Context: an optimization exercise on an open-source flow, tuned for small area, a short achievable clock period and few clock cycles. The choices shown serve that exercise and are no tape-out recipe.
Only simulation tests tie the RTL to the original design; equivalence was not proved.
Power is estimated from default activity; no workload was simulated.

## flow/run.sh

```bash
#!/bin/bash
# synth_recipe.tcl (not shown) runs the flow's synth.tcl, then flattens the netlist and writes it again
# the make line also repeats each setting of config.mk as NAME=value (left out here)
make -C /OpenROAD-flow-scripts/flow DESIGN_CONFIG=/design/flow/config.mk WORK_HOME=/design/flow/orfs CLKGATE_MAP_FILE= SYNTH_SCRIPT=/design/flow/synth_recipe.tcl finish
```

## flow/config.mk

```make
export PLATFORM = sky130hd
export DESIGN_NAME = isp_top
export DESIGN_NICKNAME = isp_top
export VERILOG_FILES = /design/flow/design.v
export SDC_FILE = /design/flow/constraint.sdc
export NUM_CORES = 4
export LEC_CHECK = 0
export ABC_AREA = 1
export CAP_MARGIN = 20
export CORE_MARGIN = 2
export CORE_UTILIZATION = 40
export CTS_CLUSTER_DIAMETER = 80
export CTS_CLUSTER_SIZE = 30
export SETUP_SLACK_MARGIN = 5
export SLEW_MARGIN = 20
```

## flow/constraint.sdc

```tcl
create_clock -name core_clock -period 8.0 [get_ports {clk}]
set_input_delay 1.6000 -clock core_clock [delete_from_list [all_inputs] [get_ports {clk}]]
set_output_delay 1.6000 -clock core_clock [all_outputs]
set_load 0.01 [all_outputs]
```

## flow/design.v

```verilog
`default_nettype none
package isp_pkg;
    localparam int BEATS_PER_PIC  = 192;
    localparam int PIX_PER_BEAT   = 16;
    localparam int PLANE_BEATS    = 64;
    localparam int WIN_SIZE       = 6;
    localparam int WIN_FIRST_ROW  = 13;
    localparam int WIN_FIRST_COL  = 13;
    localparam int EXPO_SHIFT     = 10;
    localparam int RESULT_LATENCY = 16;
    typedef logic [7:0]   pixel_t;
    typedef logic [127:0] beat_t;
    typedef logic [7:0]   beat_idx_t;
    typedef logic [1:0]   ratio_t;
    typedef logic [7:0]   result_t;
    typedef logic [13:0]  diff_sum_t;
endpackage
`default_nettype wire
`timescale 1ns/1ps
`default_nettype none
module isp_exposure_acc (
    input  logic          clk,
    input  logic [127:0]  x,
    input  logic          en,      
    input  logic          sh,      
    output logic [10:0]   sa,
    output logic [10:0]   sb
);
    logic s1;
    logic c2;
    logic s3;
    logic c4;
    logic s5;
    logic c6;
    logic s7;
    logic c8;
    logic s9;
    logic c10;
    logic s11;
    logic c12;
    logic s13;
    logic c14;
    logic s15;
    logic c16;
    logic s17;
    logic c18;
    logic s19;
    logic c20;
    logic s21;
    logic c22;
    logic s23;
    logic c24;
    logic s25;
    logic c26;
    logic s27;
    logic c28;
    logic s29;
    logic c30;
    logic s31;
    logic c32;
    logic s33;
    logic c34;
    logic s35;
    logic c36;
    logic s37;
    logic c38;
    logic s39;
    logic c40;
    logic s41;
    logic c42;
    logic s43;
    logic c44;
    logic s45;
    logic c46;
    logic s47;
    logic c48;
    logic s49;
    logic c50;
    logic s51;
    logic c52;
    logic s53;
    logic c54;
    logic s55;
    logic c56;
    logic s57;
    logic c58;
    logic s59;
    logic c60;
    logic s61;
    logic c62;
    logic s63;
    logic c64;
    logic s65;
    logic c66;
    logic s67;
    logic c68;
    logic s69;
    logic c70;
    logic s71;
    logic c72;
    logic s73;
    logic c74;
    logic s75;
    logic c76;
    logic s77;
    logic c78;
    logic s79;
    logic c80;
    logic s81;
    logic c82;
    logic s83;
    logic c84;
    logic s85;
    logic c86;
    logic s87;
    logic c88;
    logic s89;
    logic c90;
    logic s91;
    logic c92;
    logic s93;
    logic c94;
    logic s95;
    logic c96;
    logic s97;
    logic c98;
    logic s99;
    logic c100;
    logic s101;
    logic c102;
    logic s103;
    logic c104;
    logic q105;
    logic q106;
    logic q107;
    logic q108;
    logic q109;
    logic q110;
    logic q111;
    logic q112;
    logic q113;
    logic q114;
    logic q115;
    logic q116;
    logic q117;
    logic q118;
    logic q119;
    logic q120;
    logic q121;
    logic q122;
    logic q123;
    logic q124;
    logic q125;
    logic q126;
    logic q127;
    logic q128;
    logic q129;
    logic q130;
    logic q131;
    logic q132;
    logic q133;
    logic q134;
    logic q135;
    logic q136;
    logic q137;
    logic q138;
    logic q139;
    logic q140;
    logic q141;
    logic q142;
    logic q143;
    logic q144;
    logic q145;
    logic q146;
    logic q147;
    logic q148;
    logic q149;
    logic q150;
    logic q151;
    logic q152;
    logic q153;
    logic q154;
    logic q155;
    logic q156;
    logic q157;
    logic q158;
    logic q159;
    logic q160;
    logic q161;
    logic q162;
    logic q163;
    logic q164;
    logic q165;
    logic q166;
    logic q167;
    logic q168;
    logic q169;
    logic q170;
    logic q171;
    logic q172;
    logic q173;
    logic q174;
    logic q175;
    logic q176;
    logic q177;
    logic q178;
    logic q179;
    logic q180;
    logic q181;
    logic q182;
    logic q183;
    logic s184;
    logic c185;
    logic s186;
    logic c187;
    logic s188;
    logic c189;
    logic s190;
    logic c191;
    logic s192;
    logic c193;
    logic s194;
    logic c195;
    logic s196;
    logic c197;
    logic s198;
    logic c199;
    logic s200;
    logic c201;
    logic s202;
    logic c203;
    logic s204;
    logic c205;
    logic s206;
    logic c207;
    logic s208;
    logic c209;
    logic s210;
    logic c211;
    logic s212;
    logic c213;
    logic s214;
    logic c215;
    logic s216;
    logic c217;
    logic s218;
    logic c219;
    logic s220;
    logic c221;
    logic s222;
    logic c223;
    logic s224;
    logic c225;
    logic s226;
    logic c227;
    logic s228;
    logic c229;
    logic s230;
    logic c231;
    logic s232;
    logic c233;
    logic s234;
    logic c235;
    logic s236;
    logic c237;
    logic s238;
    logic c239;
    logic s240;
    logic c241;
    logic s242;
    logic c243;
    logic s244;
    logic c245;
    logic s246;
    logic c247;
    logic s248;
    logic c249;
    logic s250;
    logic c251;
    logic s252;
    logic c253;
    logic s254;
    logic c255;
    logic s256;
    logic c257;
    logic s258;
    logic c259;
    logic s260;
    logic c261;
    logic s262;
    logic c263;
    logic s264;
    logic c265;
    logic s266;
    logic c267;
    logic s268;
    logic c269;
    logic s270;
    logic c271;
    logic s272;
    logic c273;
    logic s274;
    logic c275;
    logic s276;
    logic c277;
    logic s278;
    logic c279;
    logic s280;
    logic c281;
    logic s282;
    logic c283;
    logic s284;
    logic c285;
    logic s286;
    logic c287;
    logic s288;
    logic c289;
    logic s290;
    logic c291;
    logic s292;
    logic c293;
    logic s294;
    logic c295;
    logic s296;
    logic c297;
    logic s298;
    logic c299;
    logic s300;
    logic c301;
    logic s302;
    logic c303;
    logic s304;
    logic c305;
    logic s306;
    logic c307;
    assign s1 = x[0] ^ x[8] ^ x[16];
    assign c2 = (x[0] & x[8]) | (x[0] & x[16]) | (x[8] & x[16]);
    assign s3 = x[24] ^ x[32];
    assign c4 = x[24] & x[32];
    assign s5 = x[1] ^ x[9] ^ x[17];
    assign c6 = (x[1] & x[9]) | (x[1] & x[17]) | (x[9] & x[17]);
    assign s7 = x[25] ^ x[33] ^ x[41];
    assign c8 = (x[25] & x[33]) | (x[25] & x[41]) | (x[33] & x[41]);
    assign s9 = x[49] ^ x[57];
    assign c10 = x[49] & x[57];
    assign s11 = x[2] ^ x[10] ^ x[18];
    assign c12 = (x[2] & x[10]) | (x[2] & x[18]) | (x[10] & x[18]);
    assign s13 = x[26] ^ x[34] ^ x[42];
    assign c14 = (x[26] & x[34]) | (x[26] & x[42]) | (x[34] & x[42]);
    assign s15 = x[50] ^ x[58] ^ x[66];
    assign c16 = (x[50] & x[58]) | (x[50] & x[66]) | (x[58] & x[66]);
    assign s17 = x[3] ^ x[11] ^ x[19];
    assign c18 = (x[3] & x[11]) | (x[3] & x[19]) | (x[11] & x[19]);
    assign s19 = x[27] ^ x[35] ^ x[43];
    assign c20 = (x[27] & x[35]) | (x[27] & x[43]) | (x[35] & x[43]);
    assign s21 = x[51] ^ x[59] ^ x[67];
    assign c22 = (x[51] & x[59]) | (x[51] & x[67]) | (x[59] & x[67]);
    assign s23 = x[4] ^ x[12] ^ x[20];
    assign c24 = (x[4] & x[12]) | (x[4] & x[20]) | (x[12] & x[20]);
    assign s25 = x[28] ^ x[36] ^ x[44];
    assign c26 = (x[28] & x[36]) | (x[28] & x[44]) | (x[36] & x[44]);
    assign s27 = x[52] ^ x[60] ^ x[68];
    assign c28 = (x[52] & x[60]) | (x[52] & x[68]) | (x[60] & x[68]);
    assign s29 = x[5] ^ x[13] ^ x[21];
    assign c30 = (x[5] & x[13]) | (x[5] & x[21]) | (x[13] & x[21]);
    assign s31 = x[29] ^ x[37] ^ x[45];
    assign c32 = (x[29] & x[37]) | (x[29] & x[45]) | (x[37] & x[45]);
    assign s33 = x[53] ^ x[61] ^ x[69];
    assign c34 = (x[53] & x[61]) | (x[53] & x[69]) | (x[61] & x[69]);
    assign s35 = x[6] ^ x[14] ^ x[22];
    assign c36 = (x[6] & x[14]) | (x[6] & x[22]) | (x[14] & x[22]);
    assign s37 = x[30] ^ x[38] ^ x[46];
    assign c38 = (x[30] & x[38]) | (x[30] & x[46]) | (x[38] & x[46]);
    assign s39 = x[54] ^ x[62] ^ x[70];
    assign c40 = (x[54] & x[62]) | (x[54] & x[70]) | (x[62] & x[70]);
    assign s41 = x[7] ^ x[15] ^ x[23];
    assign c42 = (x[7] & x[15]) | (x[7] & x[23]) | (x[15] & x[23]);
    assign s43 = x[31] ^ x[39] ^ x[47];
    assign c44 = (x[31] & x[39]) | (x[31] & x[47]) | (x[39] & x[47]);
    assign s45 = x[55] ^ x[63] ^ x[71];
    assign c46 = (x[55] & x[63]) | (x[55] & x[71]) | (x[63] & x[71]);
    assign s47 = s1 ^ s3 ^ x[40];
    assign c48 = (s1 & s3) | (s1 & x[40]) | (s3 & x[40]);
    assign s49 = x[48] ^ x[56] ^ x[64];
    assign c50 = (x[48] & x[56]) | (x[48] & x[64]) | (x[56] & x[64]);
    assign s51 = s5 ^ s7 ^ s9;
    assign c52 = (s5 & s7) | (s5 & s9) | (s7 & s9);
    assign s53 = x[65] ^ x[73] ^ x[81];
    assign c54 = (x[65] & x[73]) | (x[65] & x[81]) | (x[73] & x[81]);
    assign s55 = x[89] ^ x[97] ^ x[105];
    assign c56 = (x[89] & x[97]) | (x[89] & x[105]) | (x[97] & x[105]);
    assign s57 = s11 ^ s13 ^ s15;
    assign c58 = (s11 & s13) | (s11 & s15) | (s13 & s15);
    assign s59 = x[74] ^ x[82] ^ x[90];
    assign c60 = (x[74] & x[82]) | (x[74] & x[90]) | (x[82] & x[90]);
    assign s61 = x[98] ^ x[106] ^ x[114];
    assign c62 = (x[98] & x[106]) | (x[98] & x[114]) | (x[106] & x[114]);
    assign s63 = x[122] ^ c6;
    assign c64 = x[122] & c6;
    assign s65 = s17 ^ s19 ^ s21;
    assign c66 = (s17 & s19) | (s17 & s21) | (s19 & s21);
    assign s67 = x[75] ^ x[83] ^ x[91];
    assign c68 = (x[75] & x[83]) | (x[75] & x[91]) | (x[83] & x[91]);
    assign s69 = x[99] ^ x[107] ^ x[115];
    assign c70 = (x[99] & x[107]) | (x[99] & x[115]) | (x[107] & x[115]);
    assign s71 = x[123] ^ c12 ^ c14;
    assign c72 = (x[123] & c12) | (x[123] & c14) | (c12 & c14);
    assign s73 = s23 ^ s25 ^ s27;
    assign c74 = (s23 & s25) | (s23 & s27) | (s25 & s27);
    assign s75 = x[76] ^ x[84] ^ x[92];
    assign c76 = (x[76] & x[84]) | (x[76] & x[92]) | (x[84] & x[92]);
    assign s77 = x[100] ^ x[108] ^ x[116];
    assign c78 = (x[100] & x[108]) | (x[100] & x[116]) | (x[108] & x[116]);
    assign s79 = x[124] ^ c18 ^ c20;
    assign c80 = (x[124] & c18) | (x[124] & c20) | (c18 & c20);
    assign s81 = s29 ^ s31 ^ s33;
    assign c82 = (s29 & s31) | (s29 & s33) | (s31 & s33);
    assign s83 = x[77] ^ x[85] ^ x[93];
    assign c84 = (x[77] & x[85]) | (x[77] & x[93]) | (x[85] & x[93]);
    assign s85 = x[101] ^ x[109] ^ x[117];
    assign c86 = (x[101] & x[109]) | (x[101] & x[117]) | (x[109] & x[117]);
    assign s87 = x[125] ^ c24 ^ c26;
    assign c88 = (x[125] & c24) | (x[125] & c26) | (c24 & c26);
    assign s89 = s35 ^ s37 ^ s39;
    assign c90 = (s35 & s37) | (s35 & s39) | (s37 & s39);
    assign s91 = x[78] ^ x[86] ^ x[94];
    assign c92 = (x[78] & x[86]) | (x[78] & x[94]) | (x[86] & x[94]);
    assign s93 = x[102] ^ x[110] ^ x[118];
    assign c94 = (x[102] & x[110]) | (x[102] & x[118]) | (x[110] & x[118]);
    assign s95 = x[126] ^ c30 ^ c32;
    assign c96 = (x[126] & c30) | (x[126] & c32) | (c30 & c32);
    assign s97 = s41 ^ s43 ^ s45;
    assign c98 = (s41 & s43) | (s41 & s45) | (s43 & s45);
    assign s99 = x[79] ^ x[87] ^ x[95];
    assign c100 = (x[79] & x[87]) | (x[79] & x[95]) | (x[87] & x[95]);
    assign s101 = x[103] ^ x[111] ^ x[119];
    assign c102 = (x[103] & x[111]) | (x[103] & x[119]) | (x[111] & x[119]);
    assign s103 = x[127] ^ c36 ^ c38;
    assign c104 = (x[127] & c36) | (x[127] & c38) | (c36 & c38);
    assign s184 = q105 ^ q106 ^ q107;
    assign c185 = (q105 & q106) | (q105 & q107) | (q106 & q107);
    assign s186 = q108 ^ q109;
    assign c187 = q108 & q109;
    assign s188 = q114 ^ q115 ^ q116;
    assign c189 = (q114 & q115) | (q114 & q116) | (q115 & q116);
    assign s190 = q117 ^ q118 ^ q119;
    assign c191 = (q117 & q118) | (q117 & q119) | (q118 & q119);
    assign s192 = q120 ^ q121;
    assign c193 = q120 & q121;
    assign s194 = q123 ^ q124 ^ q125;
    assign c195 = (q123 & q124) | (q123 & q125) | (q124 & q125);
    assign s196 = q126 ^ q127 ^ q128;
    assign c197 = (q126 & q127) | (q126 & q128) | (q127 & q128);
    assign s198 = q129 ^ q130 ^ q131;
    assign c199 = (q129 & q130) | (q129 & q131) | (q130 & q131);
    assign s200 = q132 ^ q133 ^ q134;
    assign c201 = (q132 & q133) | (q132 & q134) | (q133 & q134);
    assign s202 = q135 ^ q136 ^ q137;
    assign c203 = (q135 & q136) | (q135 & q137) | (q136 & q137);
    assign s204 = q138 ^ q139 ^ q140;
    assign c205 = (q138 & q139) | (q138 & q140) | (q139 & q140);
    assign s206 = q141 ^ q142 ^ q143;
    assign c207 = (q141 & q142) | (q141 & q143) | (q142 & q143);
    assign s208 = q144 ^ q145 ^ q146;
    assign c209 = (q144 & q145) | (q144 & q146) | (q145 & q146);
    assign s210 = q147 ^ q148 ^ q149;
    assign c211 = (q147 & q148) | (q147 & q149) | (q148 & q149);
    assign s212 = q150 ^ q151 ^ q152;
    assign c213 = (q150 & q151) | (q150 & q152) | (q151 & q152);
    assign s214 = q153 ^ q154 ^ q155;
    assign c215 = (q153 & q154) | (q153 & q155) | (q154 & q155);
    assign s216 = q156 ^ q157 ^ q158;
    assign c217 = (q156 & q157) | (q156 & q158) | (q157 & q158);
    assign s218 = q159 ^ q160 ^ q161;
    assign c219 = (q159 & q160) | (q159 & q161) | (q160 & q161);
    assign s220 = q162 ^ q163 ^ q164;
    assign c221 = (q162 & q163) | (q162 & q164) | (q163 & q164);
    assign s222 = q165 ^ q166 ^ q167;
    assign c223 = (q165 & q166) | (q165 & q167) | (q166 & q167);
    assign s224 = q168 ^ q169 ^ q170;
    assign c225 = (q168 & q169) | (q168 & q170) | (q169 & q170);
    assign s226 = q171 ^ q172 ^ q173;
    assign c227 = (q171 & q172) | (q171 & q173) | (q172 & q173);
    assign s228 = q174 ^ q175 ^ q176;
    assign c229 = (q174 & q175) | (q174 & q176) | (q175 & q176);
    assign s230 = q177 ^ q178 ^ q179;
    assign c231 = (q177 & q178) | (q177 & q179) | (q178 & q179);
    assign s232 = q180 ^ q181 ^ q182;
    assign c233 = (q180 & q181) | (q180 & q182) | (q181 & q182);
    assign s234 = s184 ^ s186 ^ q110;
    assign c235 = (s184 & s186) | (s184 & q110) | (s186 & q110);
    assign s236 = s188 ^ s190 ^ s192;
    assign c237 = (s188 & s190) | (s188 & s192) | (s190 & s192);
    assign s238 = q122 ^ c185;
    assign c239 = q122 & c185;
    assign s240 = s194 ^ s196 ^ s198;
    assign c241 = (s194 & s196) | (s194 & s198) | (s196 & s198);
    assign s242 = c189 ^ c191 ^ c193;
    assign c243 = (c189 & c191) | (c189 & c193) | (c191 & c193);
    assign s244 = s200 ^ s202 ^ s204;
    assign c245 = (s200 & s202) | (s200 & s204) | (s202 & s204);
    assign s246 = c195 ^ c197 ^ c199;
    assign c247 = (c195 & c197) | (c195 & c199) | (c197 & c199);
    assign s248 = s206 ^ s208 ^ s210;
    assign c249 = (s206 & s208) | (s206 & s210) | (s208 & s210);
    assign s250 = c201 ^ c203 ^ c205;
    assign c251 = (c201 & c203) | (c201 & c205) | (c203 & c205);
    assign s252 = s212 ^ s214 ^ s216;
    assign c253 = (s212 & s214) | (s212 & s216) | (s214 & s216);
    assign s254 = c207 ^ c209 ^ c211;
    assign c255 = (c207 & c209) | (c207 & c211) | (c209 & c211);
    assign s256 = s218 ^ s220 ^ s222;
    assign c257 = (s218 & s220) | (s218 & s222) | (s220 & s222);
    assign s258 = c213 ^ c215 ^ c217;
    assign c259 = (c213 & c215) | (c213 & c217) | (c215 & c217);
    assign s260 = s224 ^ s226 ^ s228;
    assign c261 = (s224 & s226) | (s224 & s228) | (s226 & s228);
    assign s262 = c219 ^ c221 ^ c223;
    assign c263 = (c219 & c221) | (c219 & c223) | (c221 & c223);
    assign s264 = s230 ^ s232 ^ q183;
    assign c265 = (s230 & s232) | (s230 & q183) | (s232 & q183);
    assign s266 = c225 ^ c227 ^ c229;
    assign c267 = (c225 & c227) | (c225 & c229) | (c227 & c229);
    assign s268 = s234 ^ q111;
    assign c269 = s234 & q111;
    assign s270 = s236 ^ s238 ^ c187;
    assign c271 = (s236 & s238) | (s236 & c187) | (s238 & c187);
    assign s272 = s240 ^ s242 ^ c237;
    assign c273 = (s240 & s242) | (s240 & c237) | (s242 & c237);
    assign s274 = s244 ^ s246 ^ c241;
    assign c275 = (s244 & s246) | (s244 & c241) | (s246 & c241);
    assign s276 = s248 ^ s250 ^ c245;
    assign c277 = (s248 & s250) | (s248 & c245) | (s250 & c245);
    assign s278 = s252 ^ s254 ^ c249;
    assign c279 = (s252 & s254) | (s252 & c249) | (s254 & c249);
    assign s280 = s256 ^ s258 ^ c253;
    assign c281 = (s256 & s258) | (s256 & c253) | (s258 & c253);
    assign s282 = s260 ^ s262 ^ c257;
    assign c283 = (s260 & s262) | (s260 & c257) | (s262 & c257);
    assign s284 = s264 ^ s266 ^ c261;
    assign c285 = (s264 & s266) | (s264 & c261) | (s266 & c261);
    assign s286 = c231 ^ c233 ^ c265;
    assign c287 = (c231 & c233) | (c231 & c265) | (c233 & c265);
    assign s288 = s268 ^ q112;
    assign c289 = s268 & q112;
    assign s290 = s270 ^ c235 ^ c269;
    assign c291 = (s270 & c235) | (s270 & c269) | (c235 & c269);
    assign s292 = s272 ^ c239 ^ c271;
    assign c293 = (s272 & c239) | (s272 & c271) | (c239 & c271);
    assign s294 = s274 ^ c243 ^ c273;
    assign c295 = (s274 & c243) | (s274 & c273) | (c243 & c273);
    assign s296 = s276 ^ c247 ^ c275;
    assign c297 = (s276 & c247) | (s276 & c275) | (c247 & c275);
    assign s298 = s278 ^ c251 ^ c277;
    assign c299 = (s278 & c251) | (s278 & c277) | (c251 & c277);
    assign s300 = s280 ^ c255 ^ c279;
    assign c301 = (s280 & c255) | (s280 & c279) | (c255 & c279);
    assign s302 = s282 ^ c259 ^ c281;
    assign c303 = (s282 & c259) | (s282 & c281) | (c259 & c281);
    assign s304 = s284 ^ c263 ^ c283;
    assign c305 = (s284 & c263) | (s284 & c283) | (c263 & c283);
    assign s306 = s286 ^ c267 ^ c285;
    assign c307 = (s286 & c267) | (s286 & c285) | (c267 & c285);
    always_ff @(posedge clk) begin
        q105 <= s47;
        q106 <= s49;
        q107 <= x[72];
        q108 <= x[80];
        q109 <= x[88];
        q110 <= x[96];
        q111 <= x[104];
        q112 <= x[112];
        q113 <= x[120];
        q114 <= s51;
        q115 <= s53;
        q116 <= s55;
        q117 <= x[113];
        q118 <= x[121];
        q119 <= c2;
        q120 <= c4;
        q121 <= c48;
        q122 <= c50;
        q123 <= s57;
        q124 <= s59;
        q125 <= s61;
        q126 <= s63;
        q127 <= c8;
        q128 <= c10;
        q129 <= c52;
        q130 <= c54;
        q131 <= c56;
        q132 <= s65;
        q133 <= s67;
        q134 <= s69;
        q135 <= s71;
        q136 <= c16;
        q137 <= c58;
        q138 <= c60;
        q139 <= c62;
        q140 <= c64;
        q141 <= s73;
        q142 <= s75;
        q143 <= s77;
        q144 <= s79;
        q145 <= c22;
        q146 <= c66;
        q147 <= c68;
        q148 <= c70;
        q149 <= c72;
        q150 <= s81;
        q151 <= s83;
        q152 <= s85;
        q153 <= s87;
        q154 <= c28;
        q155 <= c74;
        q156 <= c76;
        q157 <= c78;
        q158 <= c80;
        q159 <= s89;
        q160 <= s91;
        q161 <= s93;
        q162 <= s95;
        q163 <= c34;
        q164 <= c82;
        q165 <= c84;
        q166 <= c86;
        q167 <= c88;
        q168 <= s97;
        q169 <= s99;
        q170 <= s101;
        q171 <= s103;
        q172 <= c40;
        q173 <= c90;
        q174 <= c92;
        q175 <= c94;
        q176 <= c96;
        q177 <= c42;
        q178 <= c44;
        q179 <= c46;
        q180 <= c98;
        q181 <= c100;
        q182 <= c102;
        q183 <= c104;
        sa <= !en ? '0 : sh ? {1'b0, c287, s306, s304, s302, s300, s298, s296, s294, s292, s290} : {c287, s306, s304, s302, s300, s298, s296, s294, s292, s290, s288};
        sb <= !en ? '0 : sh ? {1'b0, c307, c305, c303, c301, c299, c297, c295, c293, c291, c289} : {c307, c305, c303, c301, c299, c297, c295, c293, c291, c289, q113};
    end
endmodule
`default_nettype wire
`timescale 1ns/1ps
`default_nettype none
module isp_top (
    input  logic             clk,
    input  logic             rst_n,
    input  logic             in_valid,
    input  logic             in_mode,
    input  isp_pkg::ratio_t  in_ratio_mode,
    input  logic             pix_valid,
    input  isp_pkg::beat_t   pix_data,
    output logic             busy,
    output logic             out_valid,
    output isp_pkg::result_t out_data
);
    logic [7:0] bcnt;       
    logic       mode_q;
    logic [1:0] ratio_q;
    logic       busy_q;
    logic       rmode;      
    logic [1:0] rratio;
    logic       last0;
    assign last0 = pix_valid && (bcnt == 8'd191);
    always_ff @(posedge clk or negedge rst_n) begin
        if (!rst_n) begin
            bcnt    <= '0;
            mode_q  <= 1'b0;
            ratio_q <= '0;
            busy_q  <= 1'b0;
            rmode   <= 1'b0;
            rratio  <= '0;
        end else begin
            if (in_valid) begin
                bcnt    <= '0;
                mode_q  <= in_mode;
                ratio_q <= in_ratio_mode;
                busy_q  <= 1'b1;
            end else if (pix_valid) begin
                bcnt <= last0 ? 8'd0 : bcnt + 8'd1;
                if (last0) begin
                    busy_q <= 1'b0;
                end
            end
            if (last0) begin
                rmode  <= mode_q;
                rratio <= ratio_q;
            end
        end
    end
    assign busy = busy_q;
    logic red0, green0, blue0, wrow0;
    assign red0   = (bcnt[7:6] == 2'd0);
    assign green0 = (bcnt[7:6] == 2'd1);
    assign blue0  = (bcnt[7:6] == 2'd2);
    assign wrow0  = (bcnt[5:0] >= 6'd26) && (bcnt[5:0] <= 6'd37);
    logic       sat;
    logic [3:0] thr;
    logic [7:0] colmask0;
    logic [127:0] xbits;
    assign sat = mode_q && (ratio_q == 2'd3);
    assign thr = green0 ? 4'(3 - ratio_q) : 4'(4 - ratio_q);
    always_comb begin
        for (int j = 0; j < 8; j++) begin
            colmask0[j] = (4'(j) >= thr) && !(sat && j == 7);
        end
        for (int i = 0; i < 16; i++) begin
            for (int j = 0; j < 8; j++) begin
                xbits[8*i + j] = colmask0[j] && (pix_data[8*i + j] || (j < 7 && sat && pix_data[8*i + 7]));
            end
        end
    end
    logic [10:0] sa, sb;
    isp_exposure_acc i_tree (
        .clk (clk),
        .x   (xbits),
        .en  (v1),
        .sh  (!g1),
        .sa  (sa),
        .sb  (sb)
    );
    logic        v1, v2, e3;
    logic        first1, first2, last1, last2, g1;
    logic [18:0] acc;     
    always_ff @(posedge clk or negedge rst_n) begin
        if (!rst_n) begin
            v1    <= 1'b0;
            v2    <= 1'b0;
            last1 <= 1'b0;
            last2 <= 1'b0;
            e3    <= 1'b0;
        end else begin
            v1    <= pix_valid;
            v2    <= v1;
            last1 <= last0;
            last2 <= last1;
            e3    <= v2 && last2;
        end
    end
    always_ff @(posedge clk) begin
        first1 <= pix_valid && (bcnt == 8'd0);
        first2 <= first1;
        g1     <= green0;
        acc <= (first2 ? 19'd0 : acc) + 19'(sa) + 19'(sb);
    end
    logic [7:0] expo_res;
    always_comb begin
        case (rratio)
            2'd0:    expo_res = {2'b0, acc[18:13]};
            2'd1:    expo_res = {1'b0, acc[18:12]};
            2'd2:    expo_res = acc[18:11];
            default: expo_res = acc[17:10];
        endcase
    end
    logic       wv1, wred1, wend1;
    logic [6:0] wp1 [3];
    always_ff @(posedge clk or negedge rst_n) begin
        if (!rst_n) begin
            wv1    <= 1'b0;
            wend1  <= 1'b0;
        end else begin
            wv1    <= pix_valid && !mode_q && wrow0;
            wend1  <= pix_valid && !mode_q && blue0 && (bcnt[5:0] == 6'd37);
        end
    end
    always_ff @(posedge clk) begin
        wred1 <= red0;
        for (int j = 0; j < 3; j++) begin
            if (bcnt[0]) begin
                wp1[j] <= green0 ? pix_data[8*j + 1 +: 7] : {1'b0, pix_data[8*j + 2 +: 6]};
            end else begin
                wp1[j] <= green0 ? pix_data[8*(13 + j) + 1 +: 7] : {1'b0, pix_data[8*(13 + j) + 2 +: 6]};
            end
        end
    end
    logic [7:0] ch [3][12];
    logic       pact;         
    logic [4:0] pcnt;
    logic       chain_en;
    assign chain_en = wv1 || pact;
    always_ff @(posedge clk) begin
        if (chain_en) begin
            for (int j = 0; j < 3; j++) begin
                ch[j][0] <= (wred1 && wv1 ? 8'd0 : ch[j][11]) + (wv1 ? 8'(wp1[j]) : 8'd0);
                for (int k = 1; k < 12; k++) begin
                    ch[j][k] <= ch[j][k-1];
                end
            end
        end
    end
    logic       phb;           
    logic [3:0] e;             
    logic [2:0] r;
    logic       h;
    logic       r14, r13, r23, r2;
    logic [7:0] opa [3];
    logic [7:0] opb [3];
    logic       val [3];
    logic       c4  [3];
    logic       c2  [3];
    assign phb = (pcnt < 5'd12);
    assign e   = phb ? pcnt[3:0] : 4'(pcnt - 5'd12);
    assign r   = e[3:1];
    assign h   = e[0];
    assign r14 = (r >= 3'd1) && (r <= 3'd4);
    assign r13 = (r >= 3'd1) && (r <= 3'd3);
    assign r23 = (r == 3'd2) || (r == 3'd3);
    assign r2  = (r == 3'd2);
    always_comb begin
        for (int j = 0; j < 3; j++) begin
            opa[j] = ch[j][11];
        end
        if (phb) begin
            opb[0] = ch[1][11];
            opb[1] = ch[2][11];
            opb[2] = ch[0][10];
            val[0] = 1'b1;       c4[0] = h && r14;   c2[0] = 1'b0;
            val[1] = 1'b1;       c4[1] = !h && r14;  c2[1] = 1'b0;
            val[2] = !h;         c4[2] = !h && r14;  c2[2] = !h && r23;
        end else begin
            opb[0] = ch[0][9];
            opb[1] = ch[1][9];
            opb[2] = ch[2][9];
            val[0] = 1'b1;       c4[0] = h && r13;   c2[0] = h && r2;
            val[1] = 1'b1;       c4[1] = r13;        c2[1] = 1'b0;
            val[2] = 1'b1;       c4[2] = !h && r13;  c2[2] = !h && r2;
        end
    end
    logic [7:0] dq  [3];
    logic       iq  [3];
    logic       q4m [3];
    logic       q2m [3];
    logic [8:0] sd [3];
    always_comb begin
        for (int j = 0; j < 3; j++) begin
            sd[j] = {1'b0, opa[j]} + {1'b0, ~opb[j]};
        end
    end
    always_ff @(posedge clk) begin
        for (int j = 0; j < 3; j++) begin
            dq[j]  <= (pact && val[j]) ? (sd[j][7:0] ^ {8{!sd[j][8]}}) : 8'd0;
            iq[j]  <= pact && val[j] && sd[j][8];
            q4m[j] <= c4[j];
            q2m[j] <= c2[j];
        end
    end
    logic [13:0] s6, s4;
    logic [9:0]  s2;
    logic        pstart;
    assign pstart = wv1 && wend1;
    always_ff @(posedge clk) begin
        if (pstart) begin
            s6 <= '0;
            s4 <= '0;
            s2 <= '0;
        end else begin
            s6 <= s6 + 14'(dq[0]) + 14'(dq[1]) + 14'(dq[2])
                     + 14'(iq[0]) + 14'(iq[1]) + 14'(iq[2]);
            s4 <= s4 + 14'(dq[0] & {8{q4m[0]}}) + 14'(dq[1] & {8{q4m[1]}}) + 14'(dq[2] & {8{q4m[2]}})
                     + 14'(iq[0] & q4m[0]) + 14'(iq[1] & q4m[1]) + 14'(iq[2] & q4m[2]);
            s2 <= s2 + 10'(dq[0] & {8{q2m[0]}}) + 10'(dq[2] & {8{q2m[2]}})
                     + 10'(iq[0] & q2m[0]) + 10'(iq[2] & q2m[2]);
        end
    end
    logic pd1, pd2, pd3, fdone;
    logic [1:0] fres;
    always_ff @(posedge clk or negedge rst_n) begin
        if (!rst_n) begin
            pact <= 1'b0;
            pcnt <= '0;
            pd1  <= 1'b0;
            pd2  <= 1'b0;
            pd3  <= 1'b0;
        end else begin
            if (pstart) begin
                pact <= 1'b1;
                pcnt <= '0;
            end else if (pact) begin
                pcnt <= pcnt + 5'd1;
                if (pcnt == 5'd21) begin
                    pact <= 1'b0;
                end
            end
            pd1 <= pact && (pcnt == 5'd21);
            pd2 <= pd1;
            pd3 <= pd2;
        end
    end
    logic [7:0]  q2;
    logic [9:0]  q4;
    logic [15:0] lim2, lim4;
    assign q2   = s2[9:2];
    assign q4   = s4[13:4];
    assign lim2 = (16'(q2) << 5) + (16'(q2) << 2) + 16'd36;
    assign lim4 = (16'(q4) << 5) + (16'(q4) << 2) + 16'd36;
    logic ca, cb, cc;
    always_ff @(posedge clk) begin
        if (pd2) begin
            ca <= {2'b0, q2} >= q4;
            cb <= 16'(s6) < lim2;
            cc <= 16'(s6) < lim4;
        end
        if (pd3) begin
            fres <= (ca && cb) ? 2'd0 : (cc ? 2'd1 : 2'd2);
        end
    end
    logic pend, fire;
    assign fire = (e3 || pend) && (rmode || fdone);
    always_ff @(posedge clk or negedge rst_n) begin
        if (!rst_n) begin
            pend      <= 1'b0;
            fdone     <= 1'b0;
            out_valid <= 1'b0;
            out_data  <= '0;
        end else begin
            pend      <= !fire && (pend || e3);
            fdone     <= !fire && (fdone || pd3);
            out_valid <= fire;
            out_data  <= fire ? (rmode ? expo_res : {6'd0, fres}) : 8'd0;
        end
    end
endmodule
`default_nettype wire
```

==> results of run 1 <==
==> cell type report <==
cell class | instances | area (um^2) | area share [%]
Sequential cell | 550 | 14210 | 43.58
Multi-Input combinational cell | 1780 | 12510 | 38.37
Inverter | 481 | 1846 | 5.660
Timing Repair Buffer | 177 | 1700 | 5.215
Tap cell | 940 | 1176 | 3.607
Clock buffer | 37 | 819.5 | 2.513
Clock inverter | 19 | 340.3 | 1.044
Antenna cell | 1 | 2.502 | 0.007675
==> cell usage in the layout, fill, tap and decap left out, types with 6 or more instances in the layout <==
cell	instances
o21ai_0	151
nor2_1	226
nand2_4	6
nand2_2	12
mux2i_1	12
a21oi_2	7
dlygate4sd2_1	10
fa_1	163
inv_4	11
nand2_1	571
ha_1	155
dfrtp_1	40
o21a_1	32
xnor2_1	17
fa_2	7
nand3_1	105
dfxtp_2	23
inv_1	455
xor2_1	37
a21oi_1	118
edfxtp_1	293
inv_2	10
o21ai_1	21
nand4_1	25
nand3_2	8
dfxtp_4	6
buf_4	32
o21ai_2	20
nand3b_1	6
clkdlybuf4s50_1	128
nor3_1	21
o21bai_1	8
dfxtp_1	186
clkbuf_16	32
==> registers in the layout (all words and copies together) (netlist names), 3 cells and up <==
register / cells
acc: 19
pcnt: 5
i_tree.sa: 11
iq: 3
s4: 14
q4m: 3
dq: 24
s6: 14
bcnt: 8
i_tree.sb: 11
out_data: 8
s2: 10
wp1: 21
ch: 288
==> kinds of logic (layout without fill, tap and decap cells) <==
family | count (synthesis) | in the layout | share of synthesized area (%)
buffers and inverters | 529 | 714 | 7.154
AND/OR/NAND/NOR | 992 | 992 | 14.16
other | 0 | 1 | 0
flip-flops | 550 | 550 | 49.71
adder cells (fa/ha/maj) | 332 | 332 | 19.07
AO/OA/AOI/OAI | 388 | 388 | 7.691
XOR/XNOR | 55 | 55 | 1.758
multiplexers | 13 | 13 | 0.4570
==> worst max path at each step <==
stage	to	cells past startpoint	slack, ns	from
after floorplan	ch[0][0]	2	4.96	pact
after global placement	i_tree.q141	7	4.18	pix_data[71]
after detailed placement	i_tree.q141	7	4.16	pix_data[71]
after CTS	i_tree.q141	7	5.00	pix_data[7]
after global routing	s4[13]	13	4.97	q4m[0]
final	i_tree.q159	8	5.03	pix_data[63]
==> worst max-delay path, delay by kind of cell <==
family                   cells  cell delay (ns)
adder cells (fa/ha/maj)      2             0.92
AND/OR/NAND/NOR              1             0.09
buffers and inverters        4             0.79
AO/OA/AOI/OAI                1             0.05
==> through the flow <==
stage / worst slack, ns / hold WS, ns / utilization, %
2_1_floorplan: 4.959 / 0.3096 / -
3_3_place_gp: 4.183 / 0.3152 / 43.98
3_5_place_dp: 4.160 / 0.3207 / 43.98
4_1_cts: 5.000 / 0.3461 / 45.88
5_1_grt: 4.973 / 0.3404 / 46.40
6_report: 5.029 / 0.3360 / 46.40
==> what timing repair did <==
action | in CTS | in global routing
setup endpoints to repair | 107 | 69
cloned | 0 | 0
pin swaps | 9 | 18
buffers inserted | 12 | 17
resized for setup | 53 | 95
==> power by group through the flow <==
stage               Sequential (W)  Clock (W)  Combinational [W]
finish                     0.00324    0.00189            0.00238
global route               0.00326    0.00205            0.00268
CTS                        0.00325    0.00196            0.00235
detailed placement         0.00331          0            0.00232
global placement           0.00331          0            0.00229
floorplan                  0.00328          0            0.00153
==> layer usage <==
metal | global-route usage, % | share of wire (%) | up-vias | wire (um)
met5 | 0 | 0.039 | - | 26
met4 | 5.728 | 3.1 | 4 | 2089
met3 | 2.592 | 4.5 | 112 | 3029
met2 | 31.09 | 48 | 409 | 32380
met1 | 24.03 | 44 | 9271 | 29270
li1 | - | - | 9528 | -
==> key figures, run 1 <==
Setup path
  – R2R cell count: 12
  – FF-to-FF Start: dq[0][0]
  – Worst EP required: 8.49 ns
  – Reg2reg end: s6[8]
  – Slowest cell on crit path: fa_1
  – CP Max Fanout: 6
  – CP max stage delay: 0.50 ns
  – Crit path cell chain: clkdlybuf4s50_1 -> nand2_1 -> inv_4 -> buf_4 -> o21ai_2 -> fa_1 -> inv_1 -> fa_1
  – CP arrival: about 3.5 ns
  – R2R setup slack: 5.08 ns
  – Most used cell, CP: fa_1
  – Crit Path Class: in -> reg
  – Setup crit end kind: flop
  – CP Launch Type: primary input

Final layout
  – Nets: around 3500
  – FILL cells: 6516
  – Final instance area: between 30000 and 40000 um^2
  – Layout cells sized above 1: roughly 7.3%
  – Fin cells: 3985
  – Area Overhead vs Synth: 14.52%

Synthesis
  – Mean Syn Cell Area: 9.958 um^2
  – YS warnings: 14
  – Register area share after synthesis: between 40 and 50%
  – Main synth FF type: edfxtp_1
  – Net count after synthesis: ~3300
  – Area leader, netlist: edfxtp_1
  – Commonest cells post-synth: nand2_1, inv_1, edfxtp_1
  – Synthesized area: 28470 um^2
  – Post-synth top area share: a little under a third
  – Post-synth EDFFs: just under 300
  – Synthesized flop and latch total: 550
  – Synth Instances: between 2000 and 3000
  – Asr flop ratio synth: 7.636%
  – Most common cell in the netlist: nand2_1
  – Largest cells by area after synthesis: edfxtp_1, dfxtp_1, fa_1, nand2_1, ha_1
  – Yosys cell types: 51

STA
  – Setup tns final: 0 ns
  – Slew Limit Fails: 0
  – Min Tclk post-route: between 2 and 3 ns
  – Worst Tran Pin Value: 0.9100 ns
  – Final Hold Viols: 0
  – Setup violators final: 0
  – Period utilisation layout: 37.13%
  – Max-slew headroom: 39.33%
  – RSZ-0062 raised after global routing: true
  – Layout Skew: 0.04168 ns
  – Fmax: 336.6 MHz

Floorplanning
  – Core area: 70270 um^2
  – Width of the die: 270.8 um
  – IO Pins: 145
  – Std cell rows: 97
  – Die height: 270.8 um
  – Die footprint: between 70000 and 80000 um^2
  – Starting Density: 40.52%

CTS
  – Worst-Skew Late Latency: 0.62 ns
  – Worst-path clk slew: 0.10 ns
  – H-tree levels: 1
  – CTS tree: done
  – Hold Buf Count CTS: 0
  – Clock Sinks: 550
  – Clock root buffer: clkbuf_16
  – Clock buffer depth: 3
  – Clock buffer count from CTS: 30

Status
  – Status: timing/DRC/antenna clean

GRT
  – Vias in the first global route: 19580
  – GRT Total Usage: a little under a fifth
  – Initial antenna violation count: 3
  – First-pass GRT wire length: 106000 um
  – Remaining global-route overflow: 0
  – Largest net degree at the start of global routing: 171

Pwr
  – Switching Fraction: 33.63%
  – Static leakage: approximately 15 nW
  – Pwr per Cell Area: 230.6 nW/um^2
  – Clk pwr share: between 20% and 30%
  – Combinational fraction of design power: 31.7%
  – Overall power: between 0.007 and 0.008 W
  – Pint: 0.004991 W
  – Register share of total power: 43.1%
  – VDD IR max: between 0.2 and 0.25 mV
  – Net Switching: ~0.0025 W

Job
  – # Max-Cap Violations: 0

Routing
  – Drt drc: 0
  – TritonRoute pass-1 iters: 6
  – Post-DR wirelength/cell: 16.76 um
  – DR vias: 19320
  – Vias per cell: 4.849
  – Initial DRC count: 1352
  – Final WL: ~67000 um
  – ANT nets after route: 0

Place
  – Post-DP HPWL: 52050 um
  – Placed insts: between 3000 and 4000
  – Placed cell area: 30900 um^2
  – Port Buffer Count: 144
  – GPL Wtd Cong: 0.9082

Min path
  – Hold path depth: 0
  – Hold EP: first2
  – Hold_sp: first1
  – Min-Delay Path Class: reg -> reg
Testbench counts, summed over its fixed seeds: cycles 18,560.
==> run 2, diff against run 1 <==
--- a/flow/config.mk
+++ b/flow/config.mk
@@ -9,5 +9,5 @@
 export CAP_MARGIN = 20
 export CORE_MARGIN = 2
-export CORE_UTILIZATION = 40
+export CORE_UTILIZATION = 60
 export CTS_CLUSTER_DIAMETER = 80
 export CTS_CLUSTER_SIZE = 30
==> run 2 against run 1 <==
First-iteration DRC count rose by 9.0%. Largest power group unchanged. Synthesized cell count did not move. Combinational power fell by 6%. Clock skew fell by 0.015 ns. Clock-buffer cell count fell by 1. Clock power fell by 5%. Fmax barely moved.
==> key figures, run 2 <==
Status
  – Status: timing/DRC/antenna clean

Setup path
  – Crit path cell chain: clkdlybuf4s50_1 -> nand2_1 -> inv_4 -> o21ai_1 -> fa_1 -> inv_1 -> fa_1
  – Crit Path Class: in -> reg
  – CP bufs+invs: 3 (-1)
  – CP max stage delay: 0.55 ns (+0.05 ns)
  – CP arrival: 3.48 ns (+0.02 ns)
  – Worst EP required: 8.50 ns (about the same)
  – Critical path's top delay family: adder cells
  – Most used cell, CP: fa_1
  – Number of cells on the critical path: 7 (-1)
  – Slowest cell on crit path: fa_1
  – Setup crit end kind: flop
  – R2R cell count: 11 (-1)
  – CP Max Fanout: 7 (+1)
  – CP Launch Type: primary input

Final layout
  – Finished Core Util: 68.52% (+22 points)
  – Max FFs per register: 288 (unchanged)
  – Top Registers: ch x288, dq x24, wp1 x21
  – Most common cell after layout, fill and taps aside: nand2_1
  – Most frequent cells in the layout: nand2_1, inv_1, edfxtp_1, nor2_1, dfxtp_1
  – FF+latch area: 14200 um^2 (about the same)
  – Final instance area: 31970 um^2 (-2.0%)
  – Layout cells sized above 1: 6.388% (-0.94 points)
  – Fin cells: 3645 (-8.5%)
  – Area of the multi-input gates: 12460 um^2 (-0.43%)
  – FILL cells: 3585 (-45%)
  – Top reg by flops: ch
  – Nets: 3481 (-0.17%)
  – Area Overhead vs Synth: 12.28%

GRT
  – Largest net degree at the start of global routing: 80 (-53%)
  – Vias in the first global route: 19590 (+0.092%)
  – Remaining global-route overflow: 0 (unchanged)
  – Initial antenna violation count: 1 (-2)
  – GRT Total Usage: 26.83% (+8.6 points)
  – First-pass GRT wire length: 103000 um (-2.8%)

Pwr
  – Pwr per Cell Area: 228.0 nW/um^2 (-1.1%)
  – Static leakage: 14.52 nW (-0.62%)
  – VDD IR max: 0.2623 mV (+5.7%)

Routing
  – Initial DRC count: 1474 (+9.0%)
  – Drt drc: 0 (unchanged)
  – TritonRoute pass-1 iters: 6 (unchanged)
  – Final WL: 65310 um (-2.2%)
  – Post-DR wirelength/cell: 17.92 um (+6.9%)
  – DR vias: 19410 (+0.45%)
  – ANT nets after route: 0 (unchanged)
  – Vias per cell: 5.325 (+9.8%)

STA
  – Setup tns final: 0 ns (unchanged)
  – Setup WS post-layout: 5.029 ns (-0.0004900 ns)
  – RSZ-0062 raised after global routing: false
  – Period utilisation layout: 37.14% (about the same)
  – Layout Skew: 0.02631 ns (-0.01536 ns)
  – Max-slew headroom: 34.04% (-5.3 points)
  – Fmax: 336.6 MHz (about the same)
  – Worst Tran Pin Value: 0.9895 ns (+0.07946 ns)
  – Final Hold Viols: 0 (unchanged)
  – Min Tclk post-route: 2.971 ns (+0.0004900 ns)
  – Slew Limit Fails: 0 (unchanged)
  – Setup violators final: 0 (unchanged)

Floorplanning
  – Die height: 221.8 um (-18%)
  – Width of the die: 221.8 um (-18%)
  – Die footprint: 49210 um^2 (-33%)
  – IO Pins: 145 (unchanged)
  – Std cell rows: 79 (-19%)
  – Core area: 46650 um^2 (-34%)
  – Starting Density: 61.02% (+21 points)

CTS
  – Clock root buffer: clkbuf_16
  – Clock buffer count from CTS: 29 (-3.3%)
  – Worst-path clk slew: 0.11 ns (about the same)
  – CTS tree: done
  – Worst-Skew Late Latency: 0.61 ns (about the same)
  – Clock buffer depth: 3 (unchanged)
  – H-tree levels: 1 (unchanged)
  – Hold Buf Count CTS: 0 (unchanged)
  – Clock Sinks: 550 (unchanged)

Synthesis
  – YS warnings: 14 (unchanged)
  – Main synth FF type: edfxtp_1
  – Synth Instances: 2859 (unchanged)
  – Post-synth EDFFs: 293 (unchanged)
  – Yosys cell types: 51 (unchanged)
  – Post-synth top area share: 30.90% (unchanged)
  – Synthesized area: 28470 um^2 (unchanged)
  – Asr flop ratio synth: 7.636% (unchanged)
  – Largest cells by area after synthesis: edfxtp_1, dfxtp_1, fa_1, nand2_1, ha_1
  – Most common cell in the netlist: nand2_1
  – Mean Syn Cell Area: 9.958 um^2 (unchanged)
  – Register area share after synthesis: 49.71% (unchanged)
  – Net count after synthesis: 3326 (unchanged)
  – Area leader, netlist: edfxtp_1
  – Commonest cells post-synth: nand2_1, inv_1, edfxtp_1
  – Synthesized flop and latch total: 550 (unchanged)

Place
  – Placement Setup Slack: 4.188 ns (+0.02786 ns)
  – Post-DP HPWL: 51530 um (-1.0%)
  – GPL Wtd Cong: 0.9326 (+2.7%)
  – Placed cell area: 30490 um^2 (-1.3%)
  – Placed insts: 3568 (-8.5%)
  – Port Buffer Count: 144 (unchanged)

Min path
  – Min-Delay Path Class: reg -> reg
  – Hold path depth: 0 (unchanged)

Job
  – # Max-Cap Violations: 0 (unchanged)
-- run 2: cell types whose count changed in the layout (fill, tap and decap cells not counted), moves of 4 or more --
cell | before | now
inv_16 | 1 | 5
nand2_1 | 571 | 577
dfxtp_1 | 186 | 190
nand3_2 | 8 | 3
dfxtp_2 | 23 | 19
buf_4 | 32 | 24
nand2_2 | 12 | 8
nand3_1 | 105 | 110
-- run 2: per-layer routing --
layer,share of wire [%],global-route usage [%],up-vias
met2,48,45.09,550
met5,0,0,-
li1,-,-,9507
met4,4.0,10.42,0
met3,5.3,3.830,115
met1,43,35.53,9239
-- run 2: path summary, 6_finish.rpt --
check / start / endpoint / slack [ns]
min reg2reg: first1 / first2 / 0.34
max reg2reg: q4m[2] / s4[6] / 5.08
min: first1 / first2 / 0.34
max in group asynchronous: rst_n / wv1 / 6.56
max: pix_data[55] / i_tree.q132 / 5.03
min in group asynchronous: rst_n / out_data[2] / 0.98
-- run 2: kinds of logic (layout without fill, tap and decap cells) --
family	count (synthesis)	count (layout)	synth area share [%]
other cells	0	1	0
buf+inv	529	706	7.154
flops	550	550	49.71
simple gates	992	993	14.16
fa+ha+maj	332	332	19.07
xor+xnor	55	55	1.758
compound gates	388	388	7.691
mux	13	13	0.4570
-- run 2: cell type report --
| type | count | area share, % |
|---|---|---|
| Sequential cell | 550 | 44.43 |
| Multi-Input combinational cell | 1781 | 38.97 |
| Inverter | 481 | 5.730 |
| Timing Repair Buffer | 171 | 5.162 |
| Tap cell | 607 | 2.376 |
| Clock buffer | 36 | 2.352 |
| Clock inverter | 18 | 0.9667 |
| Antenna cell | 1 | 0.007828 |
-- run 2: per-stage QoR --
step,total power (W),hold WS [ns]
6_report,0.007289,0.3363
5_1_grt,0.007757,0.3462
4_1_cts,0.007315,0.3480
3_5_place_dp,0.005516,0.3216
3_3_place_gp,0.005457,0.3168
2_1_floorplan,0.004811,0.3096
-- run 2: power by group --
part	internal [W]	switching, W
sequential	0.00315	0.0000996
clock	0.000779	0.00102
combinational	0.000974	0.00127
total	0.00490	0.00239
-- run 2: repair_timing --
item / CTS / global route
pin swaps: 9 / 15
setup endpoints to repair: 221 / 81
cloned: 1 / 0
resized for setup: 41 / 83
setup buffers: 12 / 9
==> run 3, diff against run 2 <==
--- a/flow/config.mk
+++ b/flow/config.mk
@@ -9,7 +9,5 @@
 export CAP_MARGIN = 20
 export CORE_MARGIN = 2
-export CORE_UTILIZATION = 60
-export CTS_CLUSTER_DIAMETER = 80
-export CTS_CLUSTER_SIZE = 30
+export CORE_UTILIZATION = 40
 export SETUP_SLACK_MARGIN = 5
 export SLEW_MARGIN = 20
==> run 3 against run 2 <==
Final cell count rose by 11%. Worst setup slack got worse by 0.0025 ns. Fmax barely moved. Critical endpoint is now i_tree.q141. Largest cell class unchanged. Highest routed layer is now met5.
==> key figures, run 3 <==
Status
  – Status: timing/DRC/antenna clean

Final layout
  – Fin cells: 4040 (+11%)
  – Area Overhead vs Synth: 17.68%
  – FILL cells: 6439 (+80%)
  – Top reg by flops: ch
  – Final instance area: 33500 um^2 (+4.8%)
  – Layout cells sized above 1: 8.454% (+2.1 points)
  – Top Registers: ch x288, dq x24, wp1 x21
  – Max FFs per register: 288 (unchanged)
  – Most common cell after layout, fill and taps aside: nand2_1
  – Nets: 3515 (+0.98%)
  – Most frequent cells in the layout: nand2_1, inv_1, edfxtp_1, nor2_1, dfxtp_1

Synthesis
  – Area leader, netlist: edfxtp_1
  – YS warnings: 14 (unchanged)
  – Net count after synthesis: 3326 (unchanged)
  – Post-synth top area share: 30.90% (unchanged)
  – Synth Instances: 2859 (unchanged)
  – Post-synth EDFFs: 293 (unchanged)
  – Mean Syn Cell Area: 9.958 um^2 (unchanged)
  – Yosys cell types: 51 (unchanged)
  – Main synth FF type: edfxtp_1
  – Asr flop ratio synth: 7.636% (unchanged)
  – Commonest cells post-synth: nand2_1, inv_1, edfxtp_1
  – Register area share after synthesis: 49.71% (unchanged)
  – Synthesized area: 28470 um^2 (unchanged)
  – Largest cells by area after synthesis: edfxtp_1, dfxtp_1, fa_1, nand2_1, ha_1
  – Synthesized flop and latch total: 550 (unchanged)
  – Most common cell in the netlist: nand2_1

GRT
  – GRT Total Usage: 18.65% (-8.2 points)
  – Vias in the first global route: 19960 (+1.8%)
  – Largest net degree at the start of global routing: 171 (+110%)
  – First-pass GRT wire length: 107600 um (+4.4%)
  – Remaining global-route overflow: 0 (unchanged)
  – Initial antenna violation count: 2 (+1)

Min path
  – Hold_sp: first1
  – Hold EP: first2
  – Hold path depth: 0 (unchanged)
  – Min-Delay Path Class: reg -> reg

STA
  – RSZ-0062 raised after global routing: true
  – Setup violators final: 0 (unchanged)
  – Period utilisation layout: 37.17% (about the same)
  – Setup tns final: 0 ns (unchanged)
  – Max-slew headroom: 40.30% (+6.3 points)
  – Min Tclk post-route: 2.974 ns (+0.002530 ns)
  – Layout Skew: 0.03728 ns (+0.01097 ns)
  – Fmax: 336.3 MHz (about the same)
  – Final Hold Viols: 0 (unchanged)
  – Worst Tran Pin Value: 0.8954 ns (-0.09403 ns)
  – Setup WS post-layout: 5.026 ns (-0.002530 ns)
  – Slew Limit Fails: 0 (unchanged)

Setup path
  – Critical path's top delay family: adder cells
  – FF-to-FF Start: s4[12]
  – CP arrival: 3.47 ns (about the same)
  – Setup crit end kind: flop
  – CP Launch Type: primary input
  – Worst EP required: 8.49 ns (about the same)
  – R2R setup slack: 5.10 ns (+0.02 ns)
  – CP max stage delay: 0.56 ns (about the same)
  – Most used cell, CP: fa_1
  – Crit path cell chain: clkdlybuf4s50_1 -> nand2_2 -> inv_6 -> o21ai_1 -> fa_1 -> inv_1 -> fa_1
  – Reg2reg end: cc
  – CP Max Fanout: 6 (-1)
  – CP bufs+invs: 3 (unchanged)
  – Slowest cell on crit path: fa_1
  – R2R cell count: 12 (+1)
  – Crit Path Class: in -> reg

Floorplanning
  – IO Pins: 145 (unchanged)
  – Core area: 70270 um^2 (+51%)
  – Die height: 270.8 um (+22%)
  – Die footprint: 73330 um^2 (+49%)
  – Width of the die: 270.8 um (+22%)
  – Starting Density: 40.52% (-21 points)
  – Std cell rows: 97 (+23%)

CTS
  – Clock buffer depth: 3 (unchanged)
  – Clock buffer count from CTS: 59 (+100%)
  – Clock Sinks: 550 (unchanged)
  – Worst-path clk slew: 0.06 ns (-0.05 ns)
  – H-tree levels: 2 (+1)
  – Worst-Skew Late Latency: 0.63 ns (+0.02 ns)
  – CTS tree: done
  – Clock root buffer: clkbuf_16

Routing
  – Vias per cell: 4.842 (-9.1%)
  – Final WL: 67640 um (+3.6%)
  – Post-DR wirelength/cell: 16.74 um (-6.6%)
  – Initial DRC count: 1407 (-4.5%)
  – Drt drc: 0 (unchanged)
  – DR vias: 19560 (+0.77%)
  – TritonRoute pass-1 iters: 5 (-1)
  – ANT nets after route: 0 (unchanged)

Place
  – GPL Wtd Cong: 0.9082 (-2.6%)
  – Placement Setup Slack: 4.160 ns (-0.02786 ns)
  – Placed cell area: 30900 um^2 (+1.4%)
  – Port Buffer Count: 144 (unchanged)
  – Placed insts: 3899 (+9.3%)
  – Post-DP HPWL: 52050 um (+1.0%)

Pwr
  – Static leakage: 15.06 nW (+3.7%)
  – VDD IR max: 0.2287 mV (-13%)
  – Pwr per Cell Area: 254.4 nW/um^2 (+12%)
  – Overall power: 0.008523 W (+17%)

Job
  – # Max-Cap Violations: 0 (unchanged)
==> run 3: cell counts after synthesis <==
Identical to the previous run, type by type.
==> run 3: cells by family after synthesis <==
family | count (synthesis) | synth area share (%)
AND/OR/NAND/NOR | 992 | 14.16
adder cells (fa/ha/maj) | 332 | 19.07
buffers and inverters | 529 | 7.154
AO/OA/AOI/OAI | 388 | 7.691
multiplexers | 13 | 0.4570
XOR/XNOR | 55 | 1.758
flip-flops | 550 | 49.71
==> run 3: worst register-to-register path: stages, from the launching register on <==
cell     delay [ns]
dfxtp_1        0.48
ha_1           0.30
ha_1           0.39
a21oi_2        0.24
o21a_1         0.15
nand3_1        0.09
xor2_1         0.16
ha_1           0.30
nand2_1        0.07
nor3_1         0.19
nand2_1        0.07
nand2_1        0.09
nand4_1        0.09
==> run 3: metrics by stage <==
stage / util, % / hold WS [ns]
final: 47.68 / 0.3323
after global routing: 47.68 / 0.3369
after CTS: 47.22 / 0.3393
after detailed placement: 43.98 / 0.3207
after global placement: 43.98 / 0.3152
after floorplan: - / 0.3096
==> run 3: how the worst max path moves through the flow <==
stage	startpoint	endpoint	slack, ns	cells past startpoint
after floorplan	pact	ch[0][0]	4.96	2
after global placement	pix_data[71]	i_tree.q141	4.18	7
after detailed placement	pix_data[71]	i_tree.q141	4.16	7
after CTS	pix_data[7]	i_tree.q132	4.99	7
after global routing	s4[12]	cc	4.87	13
final	pix_data[55]	i_tree.q141	5.03	7
==> run 3: cell type report <==
class	instances	area, um^2	area share [%]
clock buffers	79	1684	5.027
inverters	481	1846	5.508
flip-flops and latches	550	14200	42.37
repair buffers	176	1688	5.038
clock inverters	33	402.9	1.202
well taps	940	1176	3.510
multi-input cells	1780	12510	37.34
diodes	1	2.502	0.007469
==> run 3: what timing repair did <==
action | 4_1_cts | 5_1_grt
pin swaps | 10 | 20
resized for setup | 50 | 90
setup endpoints to repair | 103 | 76
hold buffers | 0 | 0
buffers inserted | 16 | 12
==> run 3: power by group <==
part / leakage, nW / internal, W / total (W) / switching [W]
clock network: 1.01 / 0.00171 / 0.00287 / 0.00115
registers: 4.99 / 0.00315 / 0.00325 / 0.0000985
logic: 9.06 / 0.00101 / 0.00240 / 0.00139
==> run 3: layer usage <==
metal / global-route usage, % / vias up / share of wire, %
met5: 0 / - / 0.019
met4: 6.877 / 2 / 3.3
met3: 3.027 / 127 / 4.9
met2: 31.42 / 502 / 48
met1: 24.18 / 9321 / 43
li1: - / 9609 / -

[static timing again, ports no longer ideal]
Ports are ideal in the flow. The routed layouts listed here were re-timed in OpenROAD.
Step 1 (the two cells are an assumption about what drives the block):
set clk [get_ports {clk}]
set_driving_cell -lib_cell sky130_fd_sc_hd__clkbuf_16 $clk
set_driving_cell -lib_cell sky130_fd_sc_hd__buf_2 [delete_from_list [all_inputs] $clk]
Step 2, shift: input delay + t, output delay - t, t = (earliest + latest rising clock arrival at the registers) / 2. This alone moves slack from input paths to output paths.
Slacks: ideal ports / drivers / drivers and shift; pairs: ideal ports / drivers.
run	t, ns	slack for setup (ns)	slew at the worst register clock pin (ns)
run 1	0.664	5.029 / 5.020 / 4.401	0.11 / 0.11
run 2	0.655	5.029 / 4.992 / 4.406	0.11 / 0.11
run 3	0.675	5.026 / 5.007 / 4.390	0.07 / 0.07
After both steps every run listed still meets setup and hold. The setup slack of run 3, which loses most, moves by -0.019 ns with the drivers and by -0.636 ns with both steps.
